From an optimization exercise on the open Yosys and OpenROAD flow, aimed at small area, a short achievable clock period and few clock cycles per item; shortcuts taken in it are not production practice. No functional check of the RTL was part of any run shown here. Power is estimated from default activity; no workload was simulated.

**design.v**
```verilog
module sbox_ddt_row_scanner #(
  parameter int WIDTH = 6,
  parameter int CW    = WIDTH + 1
) (
  input  logic             clk,
  input  logic             rst,
  input  logic             start,
  input  logic [WIDTH-1:0] delta,
  output logic             busy,
  output logic             done,
  output logic [WIDTH-1:0] sbox_x0,
  output logic [WIDTH-1:0] sbox_x1,
  input  logic [WIDTH-1:0] sbox_y0,
  input  logic [WIDTH-1:0] sbox_y1,
  output logic [CW-1:0]    max_count,
  output logic [WIDTH-1:0] max_diff,
  input  logic [WIDTH-1:0] rd_addr,
  output logic [CW-1:0]    rd_count
);
  localparam int ENTRIES = 1 << WIDTH;
  localparam int NW      = WIDTH - 1;         
  localparam int NSLOT   = 8;                 
  localparam int HW      = CW - 3;            
  logic             busy_q;
  logic             done_q;
  logic [NW-1:0]    n_q;                      
  logic             act_q;                    
  logic [WIDTH-1:0] delta_q;
  logic [1:0]       lo_q   [ENTRIES];
  logic [WIDTH-1:0] sidx_q [NSLOT];
  logic [HW-1:0]    shi_q  [NSLOT];
  logic [2:0]       ptr_q;                    
  logic [NW-1:0]    best_q;                   
  logic [WIDTH-1:0] best_idx_q;
  logic             cand_vld_q;               
  logic [NW-1:0]    cand_q;                   
  logic [WIDTH-1:0] cand_idx_q;
  logic             accept;
  logic [WIDTH-1:0] diff_d;
  logic [ENTRIES-1:0] dec;
  logic [WIDTH-1:0] key;
  logic [1:0]       lo_rd;
  logic [NSLOT-1:0] hit;
  logic [HW-1:0]    hi_rd;
  logic             hi_any;
  logic [NW-1:0]    seen;
  logic             upd;
  logic [NW-1:0]    res_cnt;
  logic [WIDTH-1:0] res_idx;
  logic             wrap;
  logic [HW-1:0]    hi_inc;
  logic [WIDTH-1:0] low;
  logic [WIDTH-1:0] below;
  logic [WIDTH-1:0] above;
  logic [WIDTH-1:0] x0;
  always_comb begin
    accept = start & ~busy_q;
    diff_d = sbox_y0 ^ sbox_y1;
    key    = act_q ? diff_d : rd_addr;
    for (int i = 0; i < ENTRIES; i++) dec[i] = (diff_d == WIDTH'(i));
    lo_rd  = lo_q[key];
    hi_rd  = '0;
    for (int k = 0; k < NSLOT; k++) begin
      hit[k] = (sidx_q[k] == key) & (|shi_q[k]);
      hi_rd  = hi_rd | (shi_q[k] & {HW{hit[k]}});
    end
    hi_any = |hit;
    hi_inc = hi_rd + 1'b1;
    seen   = {hi_rd[2:0], lo_rd};
    wrap   = act_q & (&lo_rd);
    upd    = cand_vld_q &
             ((cand_q > best_q) | ((cand_q == best_q) & (cand_idx_q < best_idx_q)));
    res_cnt = upd ? cand_q : best_q;
    res_idx = upd ? cand_idx_q : best_idx_q;
    low    = delta_q & (~delta_q + 1'b1);
    below  = low - 1'b1;
    above  = ~(below | low);
    x0     = (below & {1'b0, n_q}) | (above & {n_q, 1'b0});
  end
  always_ff @(posedge clk or posedge rst) begin
    if (rst) begin
      busy_q <= 1'b0;
      done_q <= 1'b0;
      n_q    <= '0;
      act_q  <= 1'b0;
      cand_vld_q <= 1'b0;
    end else begin
      cand_vld_q <= act_q;
      done_q <= &n_q;
      if (accept) begin
        busy_q <= 1'b1;
        act_q  <= 1'b1;
        n_q    <= 1;
      end else begin
        if (done_q) busy_q <= 1'b0;
        if (&n_q) act_q <= 1'b0;
        if (act_q) n_q <= n_q + 1'b1;
      end
    end
  end
  always_ff @(posedge clk) begin
    if (accept) begin
      delta_q    <= delta;
      best_q     <= '0;
      best_idx_q <= diff_d;
      ptr_q      <= '0;
      for (int i = 0; i < ENTRIES; i++) lo_q[i] <= {1'b0, dec[i]};
      for (int k = 0; k < NSLOT; k++) shi_q[k] <= '0;
    end else begin
      best_q     <= res_cnt;
      best_idx_q <= res_idx;
    end
    if (act_q) begin
      cand_q     <= seen;
      cand_idx_q <= diff_d;
      lo_q[diff_d] <= lo_rd + 1'b1;
      if (wrap) begin
        if (!hi_any) ptr_q <= ptr_q + 1'b1;
        for (int k = 0; k < NSLOT; k++)
          if (hit[k] | (~hi_any & (ptr_q == 3'(k)))) begin
            sidx_q[k] <= diff_d;
            shi_q[k]  <= hi_inc;
          end
      end
    end
  end
  assign busy      = busy_q;
  assign done      = done_q;
  assign sbox_x0   = x0;
  assign sbox_x1   = x0 ^ (busy_q ? delta_q : delta);
  assign max_count = {{1'b0, res_cnt} + 1'b1, 1'b0};
  assign max_diff  = res_idx;
  assign rd_count  = {hi_rd, lo_rd, 1'b0};
endmodule
```
**run.sh**
```bash
#!/bin/bash
# synth_recipe.tcl (not shown) runs the flow's synth.tcl, then flattens the netlist and writes it again
# the make line also repeats each setting of config.mk as NAME=value (left out here)
make -C /OpenROAD-flow-scripts/flow DESIGN_CONFIG=/design/flow/config.mk WORK_HOME=/design/flow/orfs CLKGATE_MAP_FILE= SYNTH_SCRIPT=/design/flow/synth_recipe.tcl finish
```
**config.mk**
```make
export PLATFORM = sky130hd
export DESIGN_NAME = sbox_ddt_row_scanner
export DESIGN_NICKNAME = sbox_ddt_row_scanner
export VERILOG_FILES = /design/flow/design.v
export SDC_FILE = /design/flow/constraint.sdc
export NUM_CORES = 4
export LEC_CHECK = 0
export ABC_AREA = 1
export CAP_MARGIN = 20
export CORE_MARGIN = 2
export CORE_UTILIZATION = 40
export SETUP_SLACK_MARGIN = 1.2
export SLEW_MARGIN = 20
```
**constraint.sdc**
```tcl
create_clock -name core_clock -period 5.0 [get_ports {clk}]
set_input_delay 1.0000 -clock core_clock [delete_from_list [all_inputs] [get_ports {clk}]]
set_output_delay 1.0000 -clock core_clock [all_outputs]
set_load 0.01 [all_outputs]
```
==> flow_metrics.py, run 1 <==
metrics = {
    "status": {
        "status": "complete, no violations",
    },
    "placement": {
        "port_buffers": 58,
        "place.gp.congestion": 0.878,
        "place_inst": 2089,
        "placed_cell_area_mm2": 0.0145,
        "dp_slack_ps": 236,
        "dp_hpwl_um": 26000,
    },
    "sta": {
        "setup_viol": 0,
        "skew_ps": 11.3,
        "hold_viol": 0,
        "fin_crit_sh": 0.767,
        "max_freq_ghz": 0.261,
        "fin_tns_setup_ps": 0,
        "rsz0062_at_grt": "yes",
        "relSlewSlack": 0.317,
        "fin_ws_ps": 1160,
        "slew_violations": 0,
        "min_period_ps": 3840,
        "tightest_slew_ps": 1020,
    },
    "setup_path": {
        "endpoint_kind": "output port",
        "critPathMaxFanout": 7,
        "path_class": "reg2out",
        "cpPeakStageDelay_ps": 470,
        "cp_data_arrival_time_ps": 2840,
        "cp-start-kind": "register",
        "slowest_stage": "dfrtp_2",
        "required_ps": 4000,
        "worst-path-buf-inv": 5,
        "path_delay_family": "buffers and inverters",
        "crit_chain": "buf_12 -> buf_16 -> nand3_4 -> nand2_8 -> buf_16 -> o21ai_0 -> o22ai_1 -> o211ai_1 -> nand3_1 -> nand3_2 -> nand2_2 -> buf_6 -> buf_6",
    },
    "floorplanning": {
        "core_area_mm2": 0.0325,
        "die_h_um": 185,
        "die_w_um": 185,
        "ios": 61,
        "start_util": 0.405,
        "rows": 66,
        "dieArea_mm2": 0.0344,
    },
    "route": {
        "vias_per_cell": 5.35,
        "drt_iter0_drc": 1035,
        "dr.pass1.iters": 5,
        "remaining_drc_errors": 0,
        "vias": 11912,
        "wl_per_cell_um": 18.8,
        "routed_wl_um": 41900,
        "detail-route-antenna-nets": 0,
    },
    "yosys": {
        "synthXorXnorAreaFrac": 0.0114,
        "syn_area_mm2": 0.0132,
        "yosys.area_share.simple": 0.308,
        "netlist.area_leader.share": 0.441,
        "synth_compound_area_frac": 0.0664,
        "seq_area_frac_synth": 0.528,
        "synth_top_family_by_area": "simple AND/OR/NAND/NOR gates",
        "yosysMostFrequentCell": "nand2_1",
        "yosys_warnings": 3,
        "synthFlopType": "edfxtp_1",
        "synth.area.mux_share": 0.000761,
        "netlist_top_cells_count": "nand2_1 (512), nor2_1 (240), edfxtp_1 (193)",
        "synth.avg_cell_area_um2": 8.19,
        "yosysTopAreaCell": "edfxtp_1",
        "synth_adder_area_share": 0.0228,
        "ys_top_cells_by_area": "edfxtp_1 (44%), nand2_1 (15%), dfxtp_1 (7.0%)",
        "synth_cell_types": 46,
        "syn_inst": 1607,
        "synth_edf_count": 193,
        "async_flop_share": 0.0363,
        "yosys_register_bits": 248,
    },
    "clock_network": {
        "cts_root_buf": "clkbuf_16",
        "cts.htree.levels": 1,
        "max-clock-path-buffers": 3,
        "cts_tree": "done",
        "clock-sinks": 248,
        "hold_buffers": 0,
        "path_clk_slew_ps": 60,
        "cts_buffers": 28,
        "clock_latency_ps": 550,
    },
    "layout": {
        "layout-drive-gt1-share": 0.185,
        "finalNonFillerCells": 2225,
        "n_fill_cell": 2911,
        "final_nets": 1811,
        "final_area_mm2": 0.0170,
        "synthToLayoutAreaGrowth_pct": 29.0,
    },
    "power": {
        "powerDensity_mw_per_mm2": 621,
        "ir_drop_uv": 451,
        "power_leakage_nw": 7.45,
    },
    "global_routing": {
        "grt_pass1_wl_um": 63500,
        "grt-ovfl-total": 0,
        "antenna_found_initial": 0,
        "grt_pass1_vias": 11515,
        "grtUsageTotal": 0.241,
        "grt_max_degree": 80,
    },
    "min_path": {
        "hp-class": "reg2reg",
    },
    "flow_run": {
        "max_cap_viol_count": 0,
    },
}
==> logic make-up (layout without fill, tap and decap cells) <==
kind of cell               after synthesis  after routing
other                                    1              3
xor gates and xnor gates                15             15
and+or+nand+nor                        965            970
buffers and inverters                  200            369
DFF                                    248            248
muxes                                    1              1
adders and majority gates               24             24
AOI/OAI and AO/OA                      153            153
==> sequential cells by signal, summed over array words and instances, names as in the netlist <==
| name | flops |
|---|---|
| lo_q | 128 |
| cand_vld_q | 1 |
| done_q | 1 |
| ptr_q | 3 |
| best_q | 5 |
| sidx_q | 48 |
| busy_q | 1 |
| n_q | 5 |
| cand_q | 5 |
| shi_q | 32 |
| delta_q | 6 |
| best_idx_q | 6 |
| cand_idx_q | 6 |
| act_q | 1 |
==> power breakdown <==
group	total, mW	switching, mW	internal (mW)
sequential	2.75	0.162	2.59
clock	2.03	0.847	1.19
combinational	5.76	3.50	2.26
==> cells in the final DEF, fill, tap and decap left out, types with 8 or more instances in the layout <==
cell type        count
o21ai_1              8
dfrtp_1              8
clkdlybuf4s50_1     22
nor2_1             229
buf_4               79
buf_6               14
nand3b_1            10
a21oi_1             25
nand3_2              9
inv_2               13
clkbuf_2            10
nand3_4             11
clkbuf_16           33
nor2_4              15
nand2_2             32
o211ai_1            16
buf_12              21
nand2_4             21
buf_2                9
xor2_1              14
nand2_1            479
inv_1              120
dfxtp_1             46
nand4_1             11
o21ai_0             77
nand3_1            118
ha_1                21
nor3_1              10
dlygate4sd2_1       10
edfxtp_1           193
==> final timing paths <==
kind,endpoint,slack [ps],from,cells past startpoint
setup / recovery,rd_count[2],1160,act_q$_DFFE_PP0P_,13
hold reg to reg,shi_q[7][2]$_DFF_P_,490,shi_q[7][2]$_DFF_P_,2
min in group asynchronous,n_q[2]$_DFFE_PP0P_,730,rst,2
hold / removal,shi_q[7][2]$_DFF_P_,490,shi_q[7][2]$_DFF_P_,2
max in group asynchronous,act_q$_DFFE_PP0P_,3970,rst,2
setup reg to reg,sidx_q[0][1]$_DFFE_PP_,1400,act_q$_DFFE_PP0P_,20
==> layer usage <==
| layer | share of wire | vias to the layer above | GRT usage | wire (um) |
|---|---|---|---|---|
| met3 | 0.071 | 106 | 0.0322 | 2950 |
| met2 | 0.47 | 520 | 0.397 | 19700 |
| met5 | 0 | - | 0 | 0 |
| li1 | - | 5615 | - | - |
| met4 | 0.040 | 0 | 0.105 | 1660 |
| met1 | 0.42 | 5671 | 0.319 | 17500 |
==> timing repair <==
| item | CTS | global route |
|---|---|---|
| pin swaps | 52 | 59 |
| gates cloned | 14 | 4 |
| buffers inserted | 47 | 18 |
| setup endpoints to repair | 101 | 93 |
| resized for setup | 206 | 92 |
==> cell type report <==
class	count	area (um2)	share of cell area
Clock buffer	37	808	0.0476
Clock inverter	15	106	0.00627
Timing Repair Buffer	181	1990	0.117
Multi-Input combinational cell	1165	6050	0.357
Inverter	136	522	0.0307
Sequential cell	248	6940	0.409
Antenna cell	1	2.50	0.000147
Tap cell	442	553	0.0326
==> tightest hold or removal path, stage by stage (launching register included) <==
cell	delay, ps
dfxtp_1	320
nand2_1	60
o21ai_0	60
==> per-stage QoR <==
step | hold WS [ps] | power (mW) | utilization
6_report | 488 | 10.5 | 0.523
5_1_grt | 510 | 11.1 | 0.523
4_1_cts | 489 | 10.1 | 0.511
3_5_place_dp | 477 | 7.12 | 0.445
3_3_place_gp | 474 | 7.09 | 0.445
2_1_floorplan | 458 | 5.32 | -
==> run 2: changes to the inputs <==
--- a/design.v
+++ b/design.v
@@ -23,9 +23,10 @@
   localparam int HW      = CW - 3;            
   logic             busy_q;
   logic             done_q;
+  logic             act_q;                    
   logic [NW-1:0]    n_q;                      
-  logic             act_q;                    
   logic [WIDTH-1:0] delta_q;
+  logic [WIDTH-1:0] d_q;                      
   logic [1:0]       lo_q   [ENTRIES];
   logic [WIDTH-1:0] sidx_q [NSLOT];
   logic [HW-1:0]    shi_q  [NSLOT];
@@ -36,8 +37,6 @@
   logic [NW-1:0]    cand_q;                   
   logic [WIDTH-1:0] cand_idx_q;
   logic             accept;
-  logic [WIDTH-1:0] diff_d;
-  logic [ENTRIES-1:0] dec;
   logic [WIDTH-1:0] key;
   logic [1:0]       lo_rd;
   logic [NSLOT-1:0] hit;
@@ -55,9 +54,7 @@
   logic [WIDTH-1:0] x0;
   always_comb begin
     accept = start & ~busy_q;
-    diff_d = sbox_y0 ^ sbox_y1;
-    key    = act_q ? diff_d : rd_addr;
-    for (int i = 0; i < ENTRIES; i++) dec[i] = (diff_d == WIDTH'(i));
+    key    = act_q ? d_q : rd_addr;
     lo_rd  = lo_q[key];
     hi_rd  = '0;
     for (int k = 0; k < NSLOT; k++) begin
@@ -81,30 +78,31 @@
     if (rst) begin
       busy_q <= 1'b0;
       done_q <= 1'b0;
+      act_q  <= 1'b0;
       n_q    <= '0;
-      act_q  <= 1'b0;
       cand_vld_q <= 1'b0;
     end else begin
       cand_vld_q <= act_q;
-      done_q <= &n_q;
+      done_q <= act_q & ~(|n_q);
       if (accept) begin
         busy_q <= 1'b1;
         act_q  <= 1'b1;
         n_q    <= 1;
       end else begin
         if (done_q) busy_q <= 1'b0;
-        if (&n_q) act_q <= 1'b0;
-        if (act_q) n_q <= n_q + 1'b1;
+        if (~(|n_q)) act_q <= 1'b0;
+        if (|n_q) n_q <= n_q + 1'b1;
       end
     end
   end
   always_ff @(posedge clk) begin
+    d_q <= sbox_y0 ^ sbox_y1;
     if (accept) begin
       delta_q    <= delta;
       best_q     <= '0;
-      best_idx_q <= diff_d;
+      best_idx_q <= '1;
       ptr_q      <= '0;
-      for (int i = 0; i < ENTRIES; i++) lo_q[i] <= {1'b0, dec[i]};
+      for (int i = 0; i < ENTRIES; i++) lo_q[i] <= '0;
       for (int k = 0; k < NSLOT; k++) shi_q[k] <= '0;
     end else begin
       best_q     <= res_cnt;
@@ -112,13 +110,13 @@
     end
     if (act_q) begin
       cand_q     <= seen;
-      cand_idx_q <= diff_d;
-      lo_q[diff_d] <= lo_rd + 1'b1;
+      cand_idx_q <= d_q;
+      lo_q[d_q] <= lo_rd + 1'b1;
       if (wrap) begin
         if (!hi_any) ptr_q <= ptr_q + 1'b1;
         for (int k = 0; k < NSLOT; k++)
           if (hit[k] | (~hi_any & (ptr_q == 3'(k)))) begin
-            sidx_q[k] <= diff_d;
+            sidx_q[k] <= d_q;
             shi_q[k]  <= hi_inc;
           end
       end
--- a/config.mk
+++ b/config.mk
@@ -9,5 +9,5 @@
 export CAP_MARGIN = 20
 export CORE_MARGIN = 2
 export CORE_UTILIZATION = 40
-export SETUP_SLACK_MARGIN = 1.2
+export SETUP_SLACK_MARGIN = 0.8
 export SLEW_MARGIN = 20
==> run 2 against run 1 <==
  * Still clean on timing, DRC and antenna
  * Sequential power shrank 17%
  * Synthesized cell count shrank 8.2%
  * Combinational power shrank 94%
  * Register-to-register slack lost 160 ps
  * Worst hold slack gained 1.1 ps
  * Synthesized area shrank 2.0%
  * Non-clock buffer count shrank 73
  * Critical path type is now in2out
  * Largest cell class unchanged
  * Highest routed layer unchanged
==> flow_metrics.py, run 2 <==
metrics = {
    "setup_path": {
        "endpoint_kind": "output port",
        "r2r_setup_slack_ps": 1240,
        "path_class": "in2out",
        "cp-start-kind": "input pin",
        "required_ps": 4000,
        "critPathMaxFanout": 27,
        "cp_data_arrival_time_ps": 3140,
    },
    "power": {
        "cellInternalPower_mw": 3.70,
        "p_sw_frac": 0.231,
        "p_clk_frac": 0.458,
        "power_frac_seq": 0.472,
        "powerDensity_mw_per_mm2": 312,
        "ir_drop_uv": 264,
        "power_leakage_nw": 6.32,
        "combPwrFrac": 0.070,
        "p_sw_mw": 1.11,
    },
    "status": {
        "status": "complete, no violations",
    },
    "yosys": {
        "ys_top_cells_by_area": "edfxtp_1 (45%), nand2_1 (11%), dfxtp_1 (8.1%)",
        "netlist.area_leader.share": 0.449,
        "seq_area_frac_synth": 0.548,
        "synth.avg_cell_area_um2": 8.74,
        "syn_area_mm2": 0.0129,
        "yosysTopAreaCell": "edfxtp_1",
        "syn_inst": 1475,
        "yosysMostFrequentCell": "nand2_1",
        "yosys_warnings": 3,
        "synth_edf_count": 193,
        "synth_cell_types": 45,
        "yosys_register_bits": 254,
        "netlist_top_cells_count": "nand2_1 (390), nor2_1 (269), edfxtp_1 (193)",
        "async_flop_share": 0.0354,
        "synthFlopType": "edfxtp_1",
    },
    "layout": {
        "n_fill_cell": 2906,
        "finalNonFillerCells": 1977,
        "final_nets": 1604,
        "synthToLayoutAreaGrowth_pct": 19.8,
        "layout_common_cells": "nand2_1 (382), nor2_1 (248), edfxtp_1 (193)",
        "top_regs": "lo_q (128), sidx_q (48), shi_q (32)",
        "layout-drive-gt1-share": 0.116,
        "seq_area_mm2": 0.00706,
        "diodes": 0,
        "multi_input_area_mm2": 0.00530,
        "largest_reg_flops": 128,
        "top_register": "lo_q",
        "final_common_cell": "nand2_1",
    },
    "clock_network": {
        "path_clk_slew_ps": 60,
        "clock_latency_ps": 550,
        "cts_root_buf": "clkbuf_16",
        "hold_buffers": 0,
        "cts.htree.levels": 1,
        "clock-sinks": 254,
        "cts_buffers": 29,
        "max-clock-path-buffers": 3,
        "cts_tree": "done",
    },
    "floorplanning": {
        "ios": 61,
        "die_h_um": 184,
        "die_w_um": 184,
        "rows": 65,
        "dieArea_mm2": 0.0337,
        "start_util": 0.408,
        "core_area_mm2": 0.0316,
    },
    "sta": {
        "relSlewSlack": 0.238,
        "slew_violations": 0,
        "setup_viol": 0,
        "fin_ws_ps": 862,
        "fin_tns_setup_ps": 0,
        "max_freq_ghz": 0.242,
        "fin_crit_sh": 0.828,
        "hold_viol": 0,
        "rsz0062_at_grt": "yes",
        "tightest_slew_ps": 1140,
        "min_period_ps": 4140,
        "skew_ps": 16.6,
    },
    "flow_run": {
        "max_cap_viol_count": 0,
    },
    "route": {
        "detail-route-antenna-nets": 0,
        "vias": 10583,
        "dr.pass1.iters": 6,
        "routed_wl_um": 35300,
        "vias_per_cell": 5.35,
        "drt_iter0_drc": 1107,
        "remaining_drc_errors": 0,
        "wl_per_cell_um": 17.8,
    },
    "global_routing": {
        "grt_pass1_wl_um": 54400,
        "grtUsageTotal": 0.206,
        "grt_max_degree": 65,
        "antenna_found_initial": 0,
        "grt_pass1_vias": 10010,
        "grt-ovfl-total": 0,
    },
    "min_path": {
        "hp-class": "reg2reg",
    },
    "placement": {
        "port_buffers": 58,
        "dp_slack_ps": 314,
        "place_inst": 1893,
        "place.gp.congestion": 0.864,
        "dp_hpwl_um": 22300,
    },
}
==> run 2: what timing repair did <==
action | CTS | global route
cloned | 5 | 3
pin swaps | 8 | 20
gates resized for setup | 53 | 41
setup endpoints to repair | 11 | 53
setup buffers | 7 | 16
==> run 2: kinds of logic (layout without fill, tap and decap cells) <==
family,Yosys count,count (layout),synth area share
and+or+nand+nor,827,828,0.271
AOI/OAI and AO/OA,176,176,0.0819
xor gates and xnor gates,18,18,0.0137
muxes,1,1,0.000776
buffers and inverters,174,272,0.0619
DFF,254,254,0.548
other,1,2,0.000291
adders and majority gates,24,24,0.0233
==> run 2: worst paths after layout <==
| kind | startpoint | to | cells after the start |
|---|---|---|---|
| worst max register to register | act_q$_DFFE_PP0P_ | sidx_q[5][0]$_DFFE_PP_ | 15 |
| max in group asynchronous | rst | cand_vld_q$_DFF_PP0_ | 2 |
| worst min-delay path | shi_q[3][1]$_DFF_P_ | shi_q[3][1]$_DFF_P_ | 2 |
| worst min register to register | shi_q[3][1]$_DFF_P_ | shi_q[3][1]$_DFF_P_ | 2 |
| worst max-delay path | rd_addr[1] | rd_count[2] | 11 |
| min in group asynchronous | rst | busy_q$_DFFE_PP0P_ | 2 |
==> run 2: cell type report <==
cell class / instances / area share
clock inverter: 18 / 0.0123
clock buffer: 35 / 0.0518
sequential: 254 / 0.457
multi-input combinational: 1049 / 0.343
tap: 402 / 0.0325
timing repair buffer: 108 / 0.0755
inverter: 111 / 0.0280
==> run 2: power by group through the flow <==
stage	combinational, mW	sequential (mW)	clock [mW]
2_1_floorplan	0.169	2.32	0
3_3_place_gp	0.285	2.32	0
3_5_place_dp	0.286	2.32	0
4_1_cts	0.313	2.27	2.23
5_1_grt	0.357	2.27	2.32
6_report	0.337	2.27	2.20
==> run 2: routing by layer <==
| metal | wire (um) | global-route usage | share of wire | vias to the layer above |
|---|---|---|---|---|
| met2 | 16400 | 0.336 | 0.46 | 407 |
| met5 | 0 | 0 | 0 | - |
| li1 | - | - | - | 5082 |
| met1 | 15500 | 0.291 | 0.44 | 5037 |
| met3 | 2680 | 0.0260 | 0.076 | 57 |
| met4 | 690 | 0.0547 | 0.020 | 0 |
==> run 2: worst max-delay path, cell delays in order <==
cell and delay, ps:
clkdlybuf4s50_1 440, nand2_4 160, nand2_8 100, inv_6 220
o21ai_0 170, o221ai_1 210, o211ai_1 120, nand3_1 160
nand3_1 110, nand2_2 150, dlygate4sd2_1 290
==> run 2: stage by stage <==
step                      hold WS (ps)  instance area [um2]  power [mW]   util
final                              489                15500        4.81  0.488
after detailed placement           479                13800        2.60  0.437
after CTS                          487                15100        4.81  0.479
after floorplan                    458                12900        2.49      -
after global routing               509                15500        4.95  0.488
after global placement             477                13800        2.60  0.436
==> run 3: changes to the inputs <==
--- a/config.mk
+++ b/config.mk
@@ -9,5 +9,5 @@
 export CAP_MARGIN = 20
 export CORE_MARGIN = 2
 export CORE_UTILIZATION = 40
-export SETUP_SLACK_MARGIN = 0.8
+export SETUP_SLACK_MARGIN = 1.7
 export SLEW_MARGIN = 20
==> run 3 against run 2 <==
  * Critical path depth grew 2
  * Die area stayed put
  * Highest routed layer unchanged
  * Synthesized cell count stayed put
  * Final area rose by 15%
  * Clock-buffer cell count rose by 2
  * First-iteration DRC count increased by 7.5%
==> flow_metrics.py, run 3 <==
metrics = {
    "global_routing": {
        "grt_pass1_wl_um": 59500,
        "grt-ovfl-total": 0,
        "grt_max_degree": 65,
        "grt_pass1_vias": 10963,
        "antenna_found_initial": 0,
        "grtUsageTotal": 0.227,
    },
    "route": {
        "drt-met1-wl_um": 16600,
        "wl_met2_um": 19600,
        "vias": 11595,
        "routed_wl_um": 41500,
        "remaining_drc_errors": 0,
        "drt_iter0_drc": 1190,
        "dr.pass1.iters": 5,
        "met3WireLength_um": 3530,
        "detail-route-antenna-nets": 0,
        "wl_per_cell_um": 19.9,
        "vias_per_cell": 5.56,
        "highest_layer": "met4",
    },
    "yosys": {
        "async_flop_share": 0.0354,
        "yosys_warnings": 3,
        "yosysTopAreaCell": "edfxtp_1",
        "syn_area_mm2": 0.0129,
        "synth_cell_types": 45,
        "netlist.area_leader.share": 0.449,
        "ys_top_cells_by_area": "edfxtp_1 (45%), nand2_1 (11%), dfxtp_1 (8.1%)",
        "synth.avg_cell_area_um2": 8.74,
        "yosysMostFrequentCell": "nand2_1",
        "synthFlopType": "edfxtp_1",
        "yosys_register_bits": 254,
        "netlist_top_cells_count": "nand2_1 (390), nor2_1 (269), edfxtp_1 (193)",
        "syn_inst": 1475,
        "synth_edf_count": 193,
        "seq_area_frac_synth": 0.548,
    },
    "sta": {
        "hold_viol": 0,
        "skew_ps": 24.0,
        "fin_tns_setup_ps": 0,
        "tightest_slew_ps": 1140,
        "max_freq_ghz": 0.260,
        "fin_crit_sh": 0.771,
        "relSlewSlack": 0.234,
        "min_period_ps": 3850,
        "setup_viol": 0,
        "slew_violations": 0,
        "rsz0062_at_grt": "yes",
    },
    "setup_path": {
        "cp-start-kind": "register",
        "slowest_stage": "edfxtp_1",
        "endpoint_kind": "output port",
        "critPathMaxFanout": 6,
        "cpPeakStageDelay_ps": 440,
        "cp_data_arrival_time_ps": 2850,
        "path_class": "reg2out",
        "crit_top_cell": "nand3_2",
        "required_ps": 4000,
        "crit_chain": "ha_1 -> nand2_1 -> nor2_1 -> o21ai_1 -> o211ai_1 -> nand3_2 -> nand2_4 -> nor2_4 -> a21oi_4 -> ha_4 -> nand3_2 -> xor2_1 -> buf_2",
    },
    "power": {
        "powerDensity_mw_per_mm2": 271,
        "power_leakage_nw": 7.25,
        "ir_drop_uv": 295,
    },
    "placement": {
        "place.gp.congestion": 0.847,
        "port_buffers": 58,
        "dp_hpwl_um": 22100,
        "placed_cell_area_mm2": 0.0138,
    },
    "status": {
        "status": "complete, no violations",
    },
    "clock_network": {
        "clock_latency_ps": 570,
        "cts_buffers": 29,
        "max-clock-path-buffers": 3,
        "path_clk_slew_ps": 60,
        "cts_tree": "done",
        "cts_root_buf": "clkbuf_16",
        "clock-sinks": 254,
        "cts.htree.levels": 1,
    },
    "floorplanning": {
        "die_w_um": 184,
        "die_h_um": 184,
        "core_area_mm2": 0.0316,
        "rows": 65,
        "dieArea_mm2": 0.0337,
        "start_util": 0.408,
        "ios": 61,
    },
    "layout": {
        "final_nets": 1713,
        "final_common_cell": "nand2_1",
        "layout-drive-gt1-share": 0.272,
        "synthToLayoutAreaGrowth_pct": 38.0,
        "final_area_mm2": 0.0178,
        "diodes": 0,
        "top_regs": "lo_q (128), sidx_q (48), shi_q (32)",
        "top_register": "lo_q",
        "layout_common_cells": "nand2_1 (346), nor2_1 (232), edfxtp_1 (193)",
        "largest_reg_flops": 128,
    },
    "min_path": {
        "hp-class": "reg2reg",
    },
    "flow_run": {
        "max_cap_viol_count": 0,
    },
}
==> run 3: cell counts after synthesis <==
No cell type changed its count.
==> run 3: logic make-up after synthesis <==
kind of cell	synth area share
flops	0.548
fa+ha+maj	0.0233
compound gates	0.0819
xor+xnor	0.0137
other cells	0.000291
mux	0.000776
buf+inv	0.0619
simple gates	0.271
==> run 3: area by class of cell <==
type | instances | area, um2
Inverter | 111 | 464
Clock inverter | 17 | 133
Timing Repair Buffer | 200 | 2230
Tap cell | 402 | 503
Timing Repair inverter | 4 | 41.3
Fill cell | 2631 | 13800
Clock buffer | 37 | 807
Multi-Input combinational cell | 1062 | 6550
Sequential cell | 254 | 7070
==> run 3: stage by stage <==
step                std cells  power, mW   util  worst slack (ps)  hold slack (ps)
floorplan                1476       2.50      -              1700              458
global placement         1893       2.60  0.437               324              474
detailed placement       1894       2.60  0.437               265              474
CTS                      2042       4.80  0.525              1220              480
global route             2087       4.96  0.563              1000              519
finish                   2087       4.83  0.563              1150              480
==> run 3: layer usage <==
layer	GRT usage	up-vias
li1	-	5336
met1	0.307	5534
met2	0.375	585
met3	0.0319	140
met4	0.0794	0
met5	0	-
==> run 3: power breakdown <==
group	internal, mW	switching, mW	total (mW)	leakage (nW)
combinational	0.161	0.280	0.441	4.77
clock	1.24	0.880	2.12	0.472
sequential	2.26	0.0136	2.27	2.01
total	3.66	1.17	4.83	7.25
==> run 3: path summary, 6_finish.rpt <==
check	slack (ps)	endpoint	cells past startpoint	start
setup / recovery	1150	max_count[5]	13	cand_idx_q[5]$_DFFE_PP_
hold / removal	480	shi_q[3][1]$_DFF_P_	2	shi_q[3][1]$_DFF_P_
setup reg to reg	1610	shi_q[5][1]$_DFF_P_	21	act_q$_DFFE_PP0P_
hold reg to reg	480	shi_q[3][1]$_DFF_P_	2	shi_q[3][1]$_DFF_P_
max in group asynchronous	4020	act_q$_DFFE_PP0P_	2	rst
min in group asynchronous	700	cand_vld_q$_DFF_PP0_	2	rst
==> run 3: repair_timing <==
item | 4_1_cts | 5_1_grt
hold endpoints to repair | 0 | 0
pin swaps | 97 | 111
endpoints found under the setup margin | 233 | 173
resized for setup | 316 | 178
gates cloned | 21 | 13
hold buffers | 0 | 0
setup buffers | 73 | 31
==> run 3: worst max-delay path, delay by kind of cell, from the launching register on <==
kind | cells | cell delay, ps
compound gates | 3 | 390
xor+xnor | 1 | 140
fa+ha+maj | 2 | 510
buf+inv | 1 | 150
flops | 1 | 440
simple gates | 6 | 660
==> run 4: changes to the inputs <==
==> design.v (replaced) <==
module sbox_ddt_row_scanner #(
  parameter int WIDTH = 6,
  parameter int CW    = WIDTH + 1
) (
  input  logic             clk,
  input  logic             rst,
  input  logic             start,
  input  logic [WIDTH-1:0] delta,
  output logic             busy,
  output logic             done,
  output logic [WIDTH-1:0] sbox_x0,
  output logic [WIDTH-1:0] sbox_x1,
  input  logic [WIDTH-1:0] sbox_y0,
  input  logic [WIDTH-1:0] sbox_y1,
  output logic [CW-1:0]    max_count,
  output logic [WIDTH-1:0] max_diff,
  input  logic [WIDTH-1:0] rd_addr,
  output logic [CW-1:0]    rd_count
);
  localparam int ENTRIES = 1 << WIDTH;
  localparam int NW      = WIDTH - 1;         
  localparam int NSLOT   = 8;                 
  localparam int HW      = CW - 3;            
  logic             busy_q;
  logic             done_q;
  logic             act_q;                    
  logic [WIDTH-1:0] x0_q;                     
  logic [WIDTH-1:0] x1_q;                     
  logic [WIDTH-1:0] delta_q;
  logic [WIDTH-1:0] d_q;                      
  logic [1:0]       lo_q   [ENTRIES];
  logic [WIDTH-1:0] sidx_q [NSLOT];
  logic [HW-1:0]    shi_q  [NSLOT];
  logic [2:0]       ptr_q;                    
  logic [NW-1:0]    best_q;                   
  logic [WIDTH-1:0] best_idx_q;
  logic             accept;
  logic [WIDTH-1:0] key;
  logic [1:0]       lo_rd;
  logic [NSLOT-1:0] hit;
  logic [HW-1:0]    hi_rd;
  logic             hi_any;
  logic [NW-1:0]    seen;
  logic             upd;
  logic             wrap;
  logic [HW-1:0]    hi_inc;
  logic [WIDTH-1:0] low_in;
  logic [WIDTH-1:0] low;
  logic [WIDTH-1:0] x0_first;
  logic [WIDTH-1:0] x0_next;
  logic             x0_last;
  always_comb begin
    accept = start & ~busy_q;
    key    = act_q ? d_q : rd_addr;
    lo_rd  = lo_q[key];
    hi_rd  = '0;
    for (int k = 0; k < NSLOT; k++) begin
      hit[k] = (sidx_q[k] == key) & (|shi_q[k]);
      hi_rd  = hi_rd | (shi_q[k] & {HW{hit[k]}});
    end
    hi_any = |hit;
    hi_inc = hi_rd + 1'b1;
    seen   = {hi_rd[2:0], lo_rd};
    wrap   = act_q & (&lo_rd);
    upd    = (seen > best_q) | ((seen == best_q) & (d_q < best_idx_q));
    low_in   = (delta & (~delta + 1'b1)) | {~(|delta), {(WIDTH-1){1'b0}}};
    low      = (delta_q & (~delta_q + 1'b1)) | {~(|delta_q), {(WIDTH-1){1'b0}}};
    x0_first = (low_in + 1'b1) & ~low_in;
    x0_next  = ((x0_q | low) + 1'b1) & ~low;
    x0_last  = &(x0_q | low);
  end
  always_ff @(posedge clk or posedge rst) begin
    if (rst) begin
      busy_q <= 1'b0;
      done_q <= 1'b0;
      act_q  <= 1'b0;
      x0_q   <= '0;
    end else begin
      done_q <= act_q & ~(|x0_q);
      if (accept) begin
        busy_q <= 1'b1;
        act_q  <= 1'b1;
        x0_q   <= x0_first;
      end else begin
        if (done_q) busy_q <= 1'b0;
        if (~(|x0_q)) act_q <= 1'b0;
        if (|x0_q) x0_q <= x0_last ? '0 : x0_next;
      end
    end
  end
  always_ff @(posedge clk) begin
    d_q <= sbox_y0 ^ sbox_y1;
    x1_q <= accept ? (x0_first ^ delta) : (x0_next ^ delta_q);
    if (accept) begin
      delta_q    <= delta;
      best_q     <= '0;
      best_idx_q <= '1;
      ptr_q      <= '0;
      for (int i = 0; i < ENTRIES; i++) lo_q[i] <= '0;
      for (int k = 0; k < NSLOT; k++) shi_q[k] <= '0;
    end else if (act_q) begin
      if (upd) begin
        best_q     <= seen;
        best_idx_q <= d_q;
      end
      lo_q[d_q] <= lo_rd + 1'b1;
      if (wrap) begin
        if (!hi_any) ptr_q <= ptr_q + 1'b1;
        for (int k = 0; k < NSLOT; k++)
          if (hit[k] | (~hi_any & (ptr_q == 3'(k)))) begin
            sidx_q[k] <= d_q;
            shi_q[k]  <= hi_inc;
          end
      end
    end
  end
  assign busy      = busy_q;
  assign done      = done_q;
  assign sbox_x0   = x0_q;
  assign sbox_x1   = busy_q ? x1_q : delta;
  assign max_count = {{1'b0, best_q} + 1'b1, 1'b0};
  assign max_diff  = best_idx_q;
  assign rd_count  = {hi_rd, lo_rd, 1'b0};
endmodule
--- a/config.mk
+++ b/config.mk
@@ -9,5 +9,5 @@
 export CAP_MARGIN = 20
 export CORE_MARGIN = 2
 export CORE_UTILIZATION = 40
-export SETUP_SLACK_MARGIN = 1.7
+export SETUP_SLACK_MARGIN = 1.2
 export SLEW_MARGIN = 20
==> run 4 against run 3 <==
  * Global-route usage is 0.29 points higher
  * Die area is 2.2% higher
  * Critical path depth is 1 higher
  * Worst setup slack better by 98 ps
  * Clock-buffer cell count stayed put
  * Power is 28% higher
  * Combinational power grew to 3.3 times the previous value
  * Final area is 8.5% lower
  * Sequential share of layout area is 2.4 points higher
  * Register-to-register slack worse by 270 ps
  * Via count hardly changed
  * Synthesized area is 2.2% higher
  * Critical path type unchanged
  * Critical endpoint is now rd_count[2]
  * Largest power group unchanged
==> flow_metrics.py, run 4 <==
metrics = {
    "global_routing": {
        "use_met1": 0.321,
        "antenna_found_initial": 0,
        "grt_pass1_wl_um": 60100,
        "grtUsageMet2": 0.367,
        "met3_usage": 0.0382,
        "grtUsageTotal": 0.230,
        "grt_max_degree": 85,
        "gr-max-usage-layer": "met2",
        "grt-ovfl-total": 0,
        "grt_pass1_vias": 10762,
    },
    "power": {
        "totalPowerFinal_mw": 6.20,
        "powerDensity_mw_per_mm2": 381,
        "power_leakage_nw": 7.33,
        "ir_drop_uv": 240,
    },
    "clock_network": {
        "cts_buffers": 29,
        "max-clock-path-buffers": 3,
        "clock_latency_ps": 580,
        "cts_root_buf": "clkbuf_16",
        "hold_buffers": 0,
        "cts.htree.levels": 1,
        "cts_tree": "done",
        "path_clk_slew_ps": 60,
        "clock-sinks": 249,
    },
    "sta": {
        "tightest_slew_ps": 1160,
        "setup_viol": 0,
        "fin_tns_setup_ps": 0,
        "fin_crit_sh": 0.751,
        "slew_violations": 0,
        "timing.hold.ws_ps": 480,
        "min_period_ps": 3750,
        "rsz0062_at_grt": "yes",
        "relSlewSlack": 0.220,
        "hold_viol": 0,
        "max_freq_ghz": 0.266,
        "skew_ps": 28.9,
    },
    "yosys": {
        "netlist_top_cells_count": "nand2_1 (376), nor2_1 (309), edfxtp_1 (182)",
        "synth_cell_types": 50,
        "yosysMostFrequentCell": "nand2_1",
        "yosys_warnings": 3,
        "synth_top_family_by_area": "simple AND/OR/NAND/NOR gates",
        "synth_compound_area_frac": 0.0806,
        "synth.avg_cell_area_um2": 8.32,
        "yosys.area_share.simple": 0.285,
        "yosysTopAreaCell": "edfxtp_1",
        "syn_area_mm2": 0.0132,
        "syn_inst": 1585,
        "yosys_register_bits": 249,
        "synth_edf_count": 182,
        "synth_adder_area_share": 0.0209,
        "ys_top_cells_by_area": "edfxtp_1 (41%), nand2_1 (11%), dfxtp_1 (8.8%)",
        "synthXorXnorAreaFrac": 0.0175,
        "synthFlopType": "edfxtp_1",
        "seq_area_frac_synth": 0.520,
        "netlist.area_leader.share": 0.415,
        "synth.area.mux_share": 0,
        "async_flop_share": 0.0361,
    },
    "setup_path": {
        "r2r_setup_slack_ps": 1340,
        "cp_data_arrival_time_ps": 2750,
        "path_class": "reg2out",
        "cp-start-kind": "register",
        "required_ps": 4000,
        "critPathMaxFanout": 13,
        "endpoint_kind": "output port",
    },
    "placement": {
        "port_buffers": 58,
        "placed_cell_area_mm2": 0.0144,
        "dp_hpwl_um": 25600,
        "place.gp.congestion": 0.883,
    },
    "layout": {
        "final_nets": 1758,
        "layout_common_cells": "nand2_1 (358), nor2_1 (300), edfxtp_1 (182)",
        "top_regs": "lo_q (128), sidx_q (48), shi_q (32)",
        "final_area_mm2": 0.0163,
        "diodes": 0,
        "layout-drive-gt1-share": 0.158,
        "largest_reg_flops": 128,
        "synthToLayoutAreaGrowth_pct": 23.6,
        "n_fill_cell": 3057,
        "final_common_cell": "nand2_1",
        "top_register": "lo_q",
    },
    "status": {
        "status": "complete, no violations",
    },
    "floorplanning": {
        "die_h_um": 186,
        "start_util": 0.406,
        "core_area_mm2": 0.0325,
        "die_w_um": 186,
        "rows": 66,
        "dieArea_mm2": 0.0344,
        "ios": 61,
    },
    "route": {
        "dr.pass1.iters": 7,
        "remaining_drc_errors": 0,
        "routed_wl_um": 40200,
        "detail-route-antenna-nets": 0,
        "drt_iter0_drc": 1137,
        "wl_per_cell_um": 18.5,
        "vias_per_cell": 5.33,
        "vias": 11587,
    },
    "flow_run": {
        "max_cap_viol_count": 0,
    },
    "min_path": {
        "hp-class": "reg2reg",
    },
}
run 4: changes by cell type after synthesis, sizes merged, moves of 11 or more:
cell    previous run  this run
nor2             271       323
inv              109       154
a21oi              7        27
o211ai            21        38
nand2            415       401
o22ai             18         4
buf               29        40
edfxtp           193       182
run 4: timing repair:
| action | 4_1_cts | 5_1_grt |
|---|---|---|
| pin swaps | 19 | 26 |
| endpoints found under the setup margin | 97 | 98 |
| resized for setup | 95 | 54 |
| gates cloned | 7 | 2 |
| buffers inserted | 26 | 15 |
run 4: final cells by class:
type                    count  area [um2]  share of cell area
clock inverters            17         181              0.0111
inverters                 154         608              0.0373
repair buffers            158        1550              0.0950
clock buffers              37         797              0.0489
multi-input cells        1117        5740               0.352
well taps                 442         553              0.0340
flip-flops and latches    249        6860               0.421
run 4: kinds of logic (layout without fill, tap and decap cells):
family | after synthesis | after routing
and+or+nand+nor | 884 | 887
DFF | 249 | 249
buffers and inverters | 223 | 366
AOI/OAI and AO/OA | 187 | 187
adders and majority gates | 22 | 22
xor gates and xnor gates | 19 | 19
other | 1 | 2
run 4: final timing paths:
check / end / depth (start not counted) / start
max: rd_count[2] / 14 / act_q$_DFFE_PP0P_
min: busy_q$_DFFE_PP0P_ / 1 / done_q$_DFF_PP0_
max reg2reg: sidx_q[7][4]$_DFFE_PP_ / 20 / act_q$_DFFE_PP0P_
min reg2reg: busy_q$_DFFE_PP0P_ / 1 / done_q$_DFF_PP0_
max in group asynchronous: act_q$_DFFE_PP0P_ / 2 / rst
min in group asynchronous: x0_q[1]$_DFFE_PP0P_ / 2 / rst
run 4: per-stage QoR:
step	std cells	utilization	setup slack, ps
CTS	2157	0.493	1200
detailed placement	2070	0.443	274
global placement	2070	0.443	299
global route	2174	0.502	1110
floorplan	1586	-	1220
finish	2174	0.502	1250
run 4: power by group:
part / internal, mW / leakage [nW] / total [mW] / switching (mW)
Sequential: 2.41 / 2.33 / 2.57 / 0.158
Combinational: 0.518 / 4.51 / 1.46 / 0.939
Clock: 1.29 / 0.485 / 2.18 / 0.888
run 4: metal layers:
metal,vias up,wire (um),share of wire
met5,-,0,0
met4,0,1170,0.029
met3,77,3190,0.079
met2,471,18200,0.45
met1,5557,17600,0.44
li1,5482,-,-
run 4: worst max-delay path, cell delays in order, from the launching register on:
cell and delay [ps]:
dfrtp_2 410, buf_12 160, clkinv_16 70, nand2_4 60
nand2_4 120, buf_4 130, bufbuf_16 260, nor2_1 50
o21ai_0 70, o21ai_0 110, o211ai_1 230, nand3_1 150
nand3_2 120, nand2_4 90, buf_6 130

port drivers added, routing unchanged:
In the flow no input, the clock included, has a driving cell. The finished layouts below were timed again as built, in two steps.
Step 1 assumes that a clkbuf_16 drives the clock port and a buf_2 every other input.
Step 2 adds t to the input delays and takes it off the output delays; t is the mean of the earliest and latest rising clock arrival at the registers after step 1. Input paths then give back, and output paths get back, about the clock's delay inside the block.
Slacks: no drivers / after step 1 / after step 2; pairs: no drivers / after step 1.
run	shift t [ns]	setup slack, ns	hold slack, ns	slew at the worst register clock pin (ns)
run 1	0.591	1.164 / 1.113 / 0.852	0.488 / 0.488 / 0.488	0.07 / 0.07
run 2	0.593	0.862 / 0.820 / 0.652	0.489 / 0.489 / 0.489	0.06 / 0.06
run 3	0.605	1.147 / 1.099 / 1.045	0.480 / 0.480 / 0.480	0.06 / 0.06
run 4	0.609	1.246 / 1.199 / 0.790	0.480 / 0.480 / 0.480	0.07 / 0.07
After both steps setup and hold are still met in every run listed. For run 4, which loses most, drivers alone change the setup slack by -0.047 ns; drivers and shift together by -0.456 ns.
